From an optimization exercise on the open Yosys and OpenROAD flow, aimed at small area, a short achievable clock period and few clock cycles per item; shortcuts taken in it are not production practice.
Where RTL was checked, it was by simulation tests only, not by an equivalence proof against the original.
Only the layout flow was run in run 1; the RTL was not checked for function there.

==> flow/design.v (outline; a module is shown in full before it is edited, if it fits) <==
// module hilo_md_unit: 894 lines
module hilo_md_unit #(
    parameter int DATA_W    = 32,
    parameter int DIV_CNT_W = 6
) (
    input  logic              cpu_clk_50M,
    input  logic              cpu_rst_n,
    input  logic              flush_i,
    input  logic              op_valid_i,
    output logic              op_ready_o,
    input  logic [2:0]        op_i,
    input  logic              sign_i,
    input  logic [DATA_W-1:0] src_a_i,
    input  logic [DATA_W-1:0] src_b_i,
    output logic [DATA_W-1:0] hi_o,
    output logic [DATA_W-1:0] lo_o,
    output logic              done_o
);
  // ...
==> flow/run.sh <==
#!/bin/bash
# synth_recipe.tcl (not shown) runs the flow's synth.tcl, then flattens the netlist and writes it again
# the make line also repeats each setting of config.mk as NAME=value (left out here)
make -C /OpenROAD-flow-scripts/flow DESIGN_CONFIG=/design/flow/config.mk WORK_HOME=/design/flow/orfs CLKGATE_MAP_FILE= SYNTH_SCRIPT=/design/flow/synth_recipe.tcl finish
==> flow/config.mk <==
export PLATFORM = sky130hd
export DESIGN_NAME = hilo_md_unit
export DESIGN_NICKNAME = hilo_md_unit
export VERILOG_FILES = /design/flow/design.v
export SDC_FILE = /design/flow/constraint.sdc
export NUM_CORES = 4
export LEC_CHECK = 0
export ABC_AREA = 1
export CAP_MARGIN = 20
export CORE_MARGIN = 2
export CORE_UTILIZATION = 40
export SETUP_SLACK_MARGIN = 5
export SLEW_MARGIN = 20
==> flow/constraint.sdc <==
create_clock -name core_clock -period 14.0 [get_ports {cpu_clk_50M}]
set_input_delay 2.8000 -clock core_clock [delete_from_list [all_inputs] [get_ports {cpu_clk_50M}]]
set_output_delay 2.8000 -clock core_clock [all_outputs]
set_load 0.01 [all_outputs]
==> impl_metrics.csv, run 1 <==
group,metric,value,unit
run_status,run_status,"timing/DRC/antenna clean",
cells_and_area,final-nonclk-buf-share,0.0478,
place,hpwl,166000,µm
floorplan,fp.dieW,354,µm
cells_and_area,top_area_cell_class,"multi-input combinational cells",
sta,fin_skew,0.0406,ns
worst_setup_path,timing.critical_path.fanout_max,35,
cells_and_area,clkCellAreaFrac,0.0218,
cells_and_area,final_cell_mix,"1,235 x nand2_1, 655 x xor2_1, 624 x fa_1",
global_routing,vias_in_the_first_global_route,47549,
route,drtPass1Iterations,7,
clock_network,cts_h_tree_depth,2,
worst_setup_path,crit-reg2reg-capture,"hl_s_q[28]$_DFFE_PP0P_",
worst_setup_path,arrival,9.42,ns
yosys,synth_area_per_cell,7.72,µm²
clock_network,post_cts.repair.setup_buffers,10,
clock_network,cts.clk_slew.worst_paths,0.06,ns
yosys,compound_gate_fraction_of_synth_area,0.162,
global_routing,global_route.usage.total,0.354,
cells_and_area,antenna_cells_inserted,4,
yosys,yosys.cell_count.top_type,"nand2_1",
cells_and_area,layout.comb_gates.multi_input,5086,
cells_and_area,nonClockInverterCount,638,
cells_and_area,drive_above_1_share,0.0730,
yosys,synth_top_family_by_area,"adder cells",
cells_and_area,n_clock_buffer,41,
yosys,synth_top_area_share,0.254,
cells_and_area,finalNetCount,7177,
cells_and_area,most_common_library_cell_in_the_layout_ignoring_fill_and_taps,"nand2_1",
sta,finalWorstSetupSlack,5.05,ns
==> run 2: changes to the inputs <==
--- a/flow/design.v
+++ b/flow/design.v
@@ -25,16 +25,38 @@
     localparam logic [2:0] c_op_msub = 3'd5;
     localparam logic [2:0] c_op_div  = 3'd6;
     function automatic logic [1:0] fa(input logic x, input logic y, input logic z);
         fa = {(x & y) | ((x ^ y) & z), (x ^ y) ^ z};
     endfunction
     function automatic logic [1:0] ha(input logic x, input logic y);
         ha = {x & y, x ^ y};
     endfunction
+    function automatic logic [63:0] bk_add(input logic [63:0] x, input logic [63:0] y,
+                                           input logic ci);
+        logic [63:0] p, g, gg, pp;
+        p     = x ^ y;
+        g     = x & y;
+        gg    = g;
+        pp    = p;
+        gg[0] = g[0] | (p[0] & ci);
+        for (int d = 1; d < 64; d = d * 2) begin
+            for (int i = 2 * d - 1; i < 64; i = i + 2 * d) begin
+                gg[i] = gg[i] | (pp[i] & gg[i-d]);
+                pp[i] = pp[i] & pp[i-d];
+            end
+        end
+        for (int d = 16; d >= 1; d = d / 2) begin
+            for (int i = 3 * d - 1; i < 64; i = i + 2 * d) begin
+                gg[i] = gg[i] | (pp[i] & gg[i-d]);
+                pp[i] = pp[i] & pp[i-d];
+            end
+        end
+        bk_add = p ^ {gg[62:0], ci};
+    endfunction
     function automatic logic [5:0] lzc32(input logic [31:0] x);
         logic [15:0]      v1;
         logic [15:0]      c1;
         logic [7:0]       v2;
         logic [7:0][1:0]  c2;
         logic [3:0]       v3;
         logic [3:0][2:0]  c3;
         logic [1:0]       v4;
@@ -66,36 +88,17 @@
     logic                 done_q;
     logic [c_w2-1:0]      hl_s_q, hl_c_q;   
     logic [DATA_W:0]      quo_q;            
     logic [DATA_W-1:0]    rem_q;
     logic [DATA_W-1:0]    dvs_q;
     logic                 qneg_q, rneg_q;
     logic [3:0]           cnt_q;            
     logic [c_w2-1:0]      w_hl;
-    always_comb begin : hl_cpa
-        logic [c_w2-1:0] p, g, gg, pp;
-        p  = hl_s_q ^ hl_c_q;
-        g  = hl_s_q & hl_c_q;
-        gg = g;
-        pp = p;
-        for (int d = 1; d < c_w2; d = d * 2) begin
-            for (int i = 2 * d - 1; i < c_w2; i = i + 2 * d) begin
-                gg[i] = gg[i] | (pp[i] & gg[i-d]);
-                pp[i] = pp[i] & pp[i-d];
-            end
-        end
-        for (int d = c_w2 / 4; d >= 1; d = d / 2) begin
-            for (int i = 3 * d - 1; i < c_w2; i = i + 2 * d) begin
-                gg[i] = gg[i] | (pp[i] & gg[i-d]);
-                pp[i] = pp[i] & pp[i-d];
-            end
-        end
-        w_hl = p ^ {gg[c_w2-2:0], 1'b0};
-    end
+    assign w_hl       = bk_add(hl_s_q, hl_c_q, 1'b0);
     assign op_ready_o = ~busy_q;
     assign hi_o       = w_hl[c_w2-1:DATA_W];
     assign lo_o       = w_hl[DATA_W-1:0];
     assign done_o     = done_q;
     logic w_accept;
     assign w_accept = op_valid_i & ~busy_q & ~flush_i;
     logic              w_is_msub, w_use_acc;
     logic [DATA_W:0]   w_ma;            
@@ -810,17 +813,17 @@
     always_comb begin : div_steps
         logic [DATA_W:0]   sh, diff;
         logic [DATA_W-1:0] rem;
         logic [DATA_W:0]   quo;
         rem = rem_q;
         quo = quo_q;
         for (int k = 0; k < DIV_K; k++) begin
             sh   = {rem, quo[DATA_W]};
-            diff = sh - {1'b0, dvs_q};
+            diff = (DATA_W+1)'(bk_add({31'b0, sh}, {31'b0, ~{1'b0, dvs_q}}, 1'b1));
             rem  = diff[DATA_W] ? sh[DATA_W-1:0] : diff[DATA_W-1:0];
             quo  = {quo[DATA_W-1:0], ~diff[DATA_W]};
         end
         w_r_end = rem;
         w_q_end = quo[DATA_W-1:0];
         w_q33   = quo;
     end
     logic              w_qn;
==> flow/flow/run.sh (new file) <==
#!/bin/bash
set -euo pipefail
export SETUP_SLACK_MARGIN=6.5
bash standard.sh finish > standard.log 2>&1
==> flow/standard.sh (new file) <==
#!/bin/bash
# synth_recipe.tcl (not shown) runs the flow's synth.tcl, then flattens the netlist and writes it again
# the make line also repeats each setting of config.mk as NAME=value (left out here)
make -C /OpenROAD-flow-scripts/flow DESIGN_CONFIG=/design/flow/config.mk WORK_HOME=/design/flow/orfs CLKGATE_MAP_FILE= SYNTH_SCRIPT=/design/flow/synth_recipe.tcl "${@:-finish}"
==> flow/config.mk (replaced) <==
export PLATFORM = sky130hd
export DESIGN_NAME = hilo_md_unit
export DESIGN_NICKNAME = hilo_md_unit
export VERILOG_FILES = /design/flow/design.v
export SDC_FILE = /design/flow/constraint.sdc
export NUM_CORES = 4
export LEC_CHECK = 0
export ABC_AREA = 1
export CAP_MARGIN = 20
export CORE_MARGIN = 2
export CORE_UTILIZATION = 40
export SLEW_MARGIN = 20
removed: flow/run.sh
==> impl_metrics.csv, run 2 <==
group,metric,value,unit
global_routing,global_route.usage.total,0.368,
clock_network,cts.clk_slew.worst_paths,0.07,ns
yosys,synth.largest_area_cell,"fa_1",
worst_setup_path,timing.reg2reg.setup_slack,6.67,ns
route,viasPerCell,6.37,
yosys,synthFlopType,"dfrtp_1",
yosys,post_synth_mux_area_share,0.000631,
route,drt_wl_total,241000,µm
yosys,yosys_register_bits,233,
worst_setup_path,timing.critical_path.fanout_max,34,
worst_setup_path,arrival,8.09,ns
cells_and_area,utilization,0.518,
yosys,synth_area_per_cell,8.11,µm²
route,route.antenna.remaining_nets,0,
yosys,synth_top_family_by_area,"adder cells",
sta,relSlewSlack,0.333,
floorplan,die_area,0.122,mm²
clock_network,ctsHoldBuffers,0,
floorplan,core,0.118,mm²
global_routing,wire_length_of_the_first_global_routing_pass,326000,µm
yosys,netlist_area,0.0476,mm²
worst_setup_path,worst_setup_path_end_kind,"register",
worst_setup_path,slowest_stage,"inv_2",
route,post-route-drc-count,0,
cells_and_area,final_cell_mix,"979 x nand2_1, 564 x xor2_1, 539 x fa_1",
clock_network,numCtsBuffers,34,
cells_and_area,nFillCells,10710,
sta,grt_setup_unrepaired,"yes",
worst_hold_path,hold_end,"quo_q[32]$_DFF_P_",
global_routing,pin_count_of_the_biggest_net_entering_global_routing,83,
place,buffer_ports.inserted,137,
cells_and_area,final-seq-area,0.00566,mm²
cells_and_area,drive_above_1_share,0.239,
place,finalWeightedCongestion,1.03,
floorplan,floorplan.initialDensity,0.403,
worst_setup_path,cpPeakStageDelay,0.81,ns
yosys,ys_top_cells_by_count,"1,091 x nand2_1, 692 x xor2_1, 669 x fa_1",
sta,tns,0,ns
clock_network,clockBufferDepth,3,
worst_setup_path,critical_path.startpoint_type,"input port",
worst_setup_path,cp_data_required_time,14.45,ns
sta,fmax,0.131,GHz
sta,hold_viol_final,0,
cells_and_area,largestRegisters,"hl_c_q (64), hl_s_q (64), quo_q (33)",
sta,fin_skew,0.0236,ns
global_routing,number_of_antenna_violations_at_the_first_check_in_global_routing,11,
yosys,synth_enable_flop_cells,34,
yosys,ys_async_sr_fraction,0.558,
worst_hold_path,hold_path.startpoint,"quo_q[29]$_DFF_P_",
yosys,synthSimpleGateAreaFrac,0.166,
yosys,synth_top_area_share,0.281,
run_status,run_status,"timing/DRC/antenna clean",
place,hpwl,149000,µm
floorplan,fp.dieW,349,µm
worst_setup_path,worstReg2RegStart,"dvs_q[0]$_DFFE_PN_",
worst_setup_path,critical_path_class,"in -> reg",
yosys,synth.lib_cells_used.distinct,70,
route,post_drt_wl_per_cell,31.3,µm
floorplan,std_cell_rows,126,
cells_and_area,area_growth_syn_to_layout,28.5,%
route,drtPass1Iterations,13,
clock_network,clock_sinks,233,
worst_setup_path,crit_path_cell_trace,"clkdlybuf4s18_2 > inv_2 > o22ai_1 > xor2_1 > fa_2 > fa_2 > fa_1 > fa_2 > fa_1 > fa_1 > inv_1 > ha_1 > nand2_1 > nand3_1 > o21ai_0 > nand2_1 > nand3_1 > nand2_1",
clock_network,insertion_delay,0.59,ns
sta,timing.final.max_slew_violations,0,
floorplan,die_height,349,µm
yosys,post_synth_inst_count,5871,
cells_and_area,most_common_library_cell_in_the_layout_ignoring_fill_and_taps,"nand2_1",
sta,period_needed,7.64,ns
clock_network,cts.root.buffer_cell,"clkbuf_16",
sta,worst_hold_check_slack,0.504,ns
worst_hold_path,timing.hold.worst_path_depth,2,
yosys,synthesis_warnings,2,
yosys,compound_gate_fraction_of_synth_area,0.152,
clock_network,cts_h_tree_depth,2,
yosys,synth_adder_area_share,0.339,
route,first_iter_violations,7338,
route,routed-via-count,49095,
cells_and_area,multi_input_comb_area,0.0425,mm²
cells_and_area,finalNetCount,7106,
worst_hold_path,min_path_type,"reg -> reg",
floorplan,io-pin-count,138,
yosys,yosys.area_share.xor_xnor,0.142,
yosys,synth_nets,6832,
worst_setup_path,crit-reg2reg-capture,"hl_s_q[43]$_DFFE_PP0P_",
sta,final-setup-viol-count,0,
yosys,ys_top_cells_by_area,"fa_1 28%, xor2_1 13%, nand2_1 8.6%",
yosys,yosys.cell_count.top_type,"nand2_1",
clock_network,cts_tree,"done",
yosys,ys_seq_area_frac,0.119,
sta,tightestPinTransition,1.00,ns
sta,finalCritPeriodShare,0.546,
global_routing,vias_in_the_first_global_route,46336,
job,max_cap_violation_count,0,
worst_setup_path,ff2ff_path_depth,50,
global_routing,globalRouteOverflowTotal,0,
-- run 2: final cells by class --
class | instances | share of cell area
multi-input cells | 4680 | 0.694
repair buffers | 629 | 0.124
flip-flops and latches | 233 | 0.0925
inverters | 561 | 0.0378
well taps | 1536 | 0.0314
clock buffers | 43 | 0.0155
clock inverters | 17 | 0.00356
repair inverters | 6 | 0.000818
diodes | 4 | 0.000164
-- run 2: routing by layer --
| layer | share of wire | wire length [µm] | global-route usage |
|---|---|---|---|
| met5 | 0.00065 | 156 | 0 |
| met4 | 0.080 | 19400 | 0.203 |
| met3 | 0.16 | 37400 | 0.142 |
| met2 | 0.40 | 97200 | 0.529 |
| met1 | 0.36 | 87100 | 0.473 |
-- run 2: cells by family (layout without fill, tap and decap cells) --
group / count (synthesis) / after routing
multiplexers: 3 / 3
adder cells (fa/ha/maj): 889 / 889
AND/OR/NAND/NOR: 1886 / 1901
buffers and inverters: 973 / 1256
AO/OA/AOI/OAI: 1136 / 1136
flip-flops: 233 / 233
other: 0 / 4
XOR/XNOR: 751 / 751
-- run 2: how the worst max path moves through the flow --
stage / start / end / slack, ns / cells after the start
global placement: sign_i / rem_q[13]$_DFF_P_ / 3.53 / 33
detailed placement: sign_i / rem_q[13]$_DFF_P_ / 3.43 / 33
CTS: dvs_q[0]$_DFFE_PN_ / hl_s_q[22]$_DFFE_PP0P_ / 6.46 / 48
floorplan: op_i[2] / hl_s_q[38]$_DFFE_PP0P_ / 6.28 / 22
global route: sign_i / rem_q[7]$_DFF_P_ / 6.27 / 36
finish: src_a_i[9] / hl_s_q[41]$_DFFE_PP0P_ / 6.36 / 18
-- run 2: what timing repair did --
action,CTS,global route
gates cloned,47,33
gates resized for setup,772,551
pin swaps,83,150
setup buffers,140,185
endpoints found under the setup margin,241,206
-- run 2: worst max-delay path, delay by kind of cell --
family          cells  cell delay [ns]
simple gates        5             0.39
compound gates      2             0.46
fa+ha+maj           7             2.89
buf+inv             3             1.27
xor+xnor            1             0.24
-- run 2: stage by stage --
stage / std cells / area (µm²) / setup slack (ns)
4_1_cts: 7487 / 57100 / 6.46
6_report: 7709 / 61200 / 6.36
5_1_grt: 7705 / 61200 / 6.27
3_3_place_gp: 7240 / 50900 / 3.53
2_1_floorplan: 5871 / 48800 / 6.28
3_5_place_dp: 7240 / 50900 / 3.43
Testbench counts of run 2, summed over its fixed seeds: cycles 15,359, ops 12,000.
==> run 3: changes to the inputs <==
==> flow/run.sh (new file) <==
#!/bin/bash
# synth_recipe.tcl (not shown) runs the flow's synth.tcl, then flattens the netlist and writes it again
# the make line also repeats each setting of config.mk as NAME=value (left out here)
make -C /OpenROAD-flow-scripts/flow DESIGN_CONFIG=/design/flow/config.mk WORK_HOME=/design/flow/orfs CLKGATE_MAP_FILE= SYNTH_SCRIPT=/design/flow/synth_recipe.tcl finish
--- a/flow/config.mk
+++ b/flow/config.mk
@@ -10,3 +10,4 @@
 export CORE_MARGIN = 2
 export CORE_UTILIZATION = 40
+export SETUP_SLACK_MARGIN = 5
 export SLEW_MARGIN = 20
removed: flow/flow/run.sh
removed: flow/standard.sh
==> impl_metrics.csv, run 3 <==
group,metric,value,unit
worst_setup_path,worst_setup_path_end_kind,"register",
global_routing,vias_in_the_first_global_route,44982,
sta,tns,0,ns
clock_network,clockBufferDepth,3,
yosys,synth_enable_flop_cells,34,
global_routing,number_of_antenna_violations_at_the_first_check_in_global_routing,8,
sta,grt_setup_unrepaired,"yes",
yosys,yosys_register_bits,233,
route,route.antenna.remaining_nets,0,
sta,tightestPinTransition,1.13,ns
worst_setup_path,timing.critical_path.fanout_max,36,
yosys,synth_top_area_share,0.281,
yosys,synth_top_family_by_area,"adder cells",
sta,relSlewSlack,0.236,
yosys,post_synth_inst_count,5871,
cells_and_area,area_growth_syn_to_layout,9.69,%
place,finalWeightedCongestion,0.992,
cells_and_area,most_common_library_cell_in_the_layout_ignoring_fill_and_taps,"nand2_1",
yosys,synth.largest_area_cell,"fa_1",
sta,fmax,0.114,GHz
yosys,ys_top_cells_by_count,"1,091 x nand2_1, 692 x xor2_1, 669 x fa_1",
cells_and_area,antenna_cells_inserted,0,
route,drt_wl_total,212000,µm
place,hpwl,154000,µm
clock_network,cts.clk_slew.worst_paths,0.06,ns
global_routing,global_route.usage.total,0.343,
floorplan,fp.dieW,349,µm
cells_and_area,nFillCells,11702,
yosys,compound_gate_fraction_of_synth_area,0.152,
route,post_drt_wl_per_cell,29.0,µm
sta,hold_viol_final,0,
yosys,netlist_area,0.0476,mm²
route,first_iter_violations,5476,
global_routing,pin_count_of_the_biggest_net_entering_global_routing,89,
yosys,ys_seq_area_frac,0.119,
yosys,post_synth_mux_area_share,0.000631,
worst_setup_path,slowest_stage,"fa_1",
clock_network,clock_sinks,233,
yosys,synth.lib_cells_used.distinct,70,
clock_network,cts.root.buffer_cell,"clkbuf_16",
floorplan,floorplan.initialDensity,0.403,
yosys,yosys.cell_count.top_type,"nand2_1",
sta,period_needed,8.80,ns
floorplan,core,0.118,mm²
yosys,synth_adder_area_share,0.339,
route,post-route-drc-count,0,
floorplan,die_area,0.122,mm²
yosys,synthesis_warnings,2,
worst_setup_path,path_common_cell,"fa_1",
route,viasPerCell,6.19,
worst_setup_path,crit_path_cell_trace,"clkdlybuf4s50_1 > inv_1 > nor2_4 > buf_6 > inv_2 > nor2_4 > buf_4 > xor2_4 > clkbuf_8 > inv_1 > fa_1 > inv_1 > fa_1 > fa_1 > fa_1 > fa_1 > fa_1 > fa_1 > o221ai_1 > a21oi_1 > nor2_1 > nor2_1 > a21oi_1",
route,drtPass1Iterations,8,
sta,worst_hold_check_slack,0.517,ns
worst_setup_path,critical_path.startpoint_type,"input port",
worst_setup_path,cpPeakStageDelay,0.55,ns
floorplan,io-pin-count,138,
sta,finalCritPeriodShare,0.629,
global_routing,wire_length_of_the_first_global_routing_pass,309000,µm
clock_network,cts_h_tree_depth,1,
clock_network,insertion_delay,0.65,ns
place,buffer_ports.inserted,137,
floorplan,std_cell_rows,126,
cells_and_area,final_cell_mix,"1,070 x nand2_1, 669 x fa_1, 663 x xor2_1",
global_routing,globalRouteOverflowTotal,0,
sta,timing.final.max_slew_violations,0,
yosys,ys_async_sr_fraction,0.558,
yosys,yosys.area_share.xor_xnor,0.142,
yosys,synthFlopType,"dfrtp_1",
cells_and_area,finalNetCount,6725,
floorplan,die_height,349,µm
cells_and_area,drive_above_1_share,0.0720,
yosys,synth_nets,6832,
route,routed-via-count,45331,
sta,final-setup-viol-count,0,
yosys,synthSimpleGateAreaFrac,0.166,
worst_setup_path,arrival,9.37,ns
sta,fin_skew,0.0479,ns
place,dpl_cells,7245,
cells_and_area,largestRegisters,"hl_c_q (64), hl_s_q (64), quo_q (33)",
worst_setup_path,critical_path_class,"in -> reg",
run_status,run_status,"timing/DRC/antenna clean",
yosys,synth_area_per_cell,8.11,µm²
worst_setup_path,cp_data_required_time,14.57,ns
worst_hold_path,min_path_type,"reg -> reg",
cells_and_area,post_layout_nonfiller_instances,7324,
clock_network,numCtsBuffers,30,
clock_network,cts_tree,"done",
yosys,ys_top_cells_by_area,"fa_1 28%, xor2_1 13%, nand2_1 8.6%",
job,max_cap_violation_count,0,
==> run 3: worst paths after layout <==
check / startpoint / endpoint / slack, ns / depth (start not counted)
worst max-delay path: op_i[2] / hl_s_q[31]$_DFFE_PP0P_ / 5.20 / 23
worst min-delay path: cnt_q[0]$_DFF_P_ / cnt_q[0]$_DFF_P_ / 0.52 / 3
worst max register to register: dvs_q[0]$_DFFE_PN_ / hl_s_q[63]$_DFFE_PP0P_ / 5.72 / 48
worst min register to register: cnt_q[0]$_DFF_P_ / cnt_q[0]$_DFF_P_ / 0.52 / 3
max in group asynchronous: cpu_rst_n / hl_s_q[52]$_DFFE_PP0P_ / 9.80 / 3
min in group asynchronous: cpu_rst_n / hl_s_q[11]$_DFFE_PP0P_ / 2.65 / 2
==> run 3: worst max-delay path, delay by kind of cell <==
family / cells / cell delay, ns
fa+ha+maj: 7 / 3.20
buf+inv: 8 / 2.06
simple gates: 4 / 0.53
compound gates: 3 / 0.46
xor+xnor: 1 / 0.16
==> run 3: final cells by class <==
cell class	instances	area, µm²	share of cell area
timing repair buffer	270	2640	0.0506
multi-input combinational	4668	38800	0.744
clock inverter	22	194	0.00371
clock buffer	34	796	0.0152
inverter	561	2150	0.0412
tap	1536	1920	0.0368
sequential	233	5660	0.108
==> run 3: logic make-up (layout without fill, tap and decap cells) <==
group           after synthesis  in the layout
compound gates             1136           1136
mux                           3              3
buf+inv                     973            887
fa+ha+maj                   889            889
flops                       233            233
xor+xnor                    751            751
simple gates               1886           1889
==> run 3: repair_timing <==
action / in CTS / in global routing
setup endpoints to repair: 183 / 166
cloned: 2 / 1
pin swaps: 5 / 7
gates resized for setup: 35 / 154
setup buffers: 5 / 15
endpoints found under the hold margin: 0 / 0
hold buffers: 0 / 0
==> run 3: stage by stage <==
step	utilization	worst slack (ns)	instance area, µm²
final	0.442	5.20	52200
after global routing	0.442	4.91	52200
after CTS	0.436	5.02	51500
after detailed placement	0.426	3.23	50300
after global placement	0.426	3.24	50300
after floorplan	-	5.73	47600
==> run 3: routing by layer <==
metal  GRT usage  vias up  share of wire
met3      0.0986      798           0.13
met1       0.464    22042           0.40
met5           0        -        0.00027
met4       0.165       10          0.060
met2       0.502     3248           0.42
li1            -    19233              -

==> re-timing with driven ports <==
No port has a modelled driver above. Below, the same layouts with a new extraction and two added sets of constraints. Step 1, drivers: a clkbuf_16 drives cpu_clk_50M and a buf_2 each remaining input, both assumed. Step 2 adds t to the input delays and takes it off the output delays; t is the mean of the earliest and latest rising clock arrival at the registers after step 1. Input paths then give back, and output paths get back, about the clock's delay inside the block. Three values: no drivers, after step 1, after step 2; two values: the first two.
run | shift t [ns] | setup WS [ns] | worst data-port slew with drivers (ns)
run 1 | 0.641 | 5.048 / 5.080 / 4.439 | 0.15
run 2 | 0.647 | 6.360 / 6.317 / 5.669 | 0.25
run 3 | 0.701 | 5.198 / 5.172 / 4.472 | 0.12
After both steps every run listed still meets setup and hold. For run 3, which loses most, drivers alone change the setup slack by -0.026 ns; drivers and shift together by -0.726 ns.
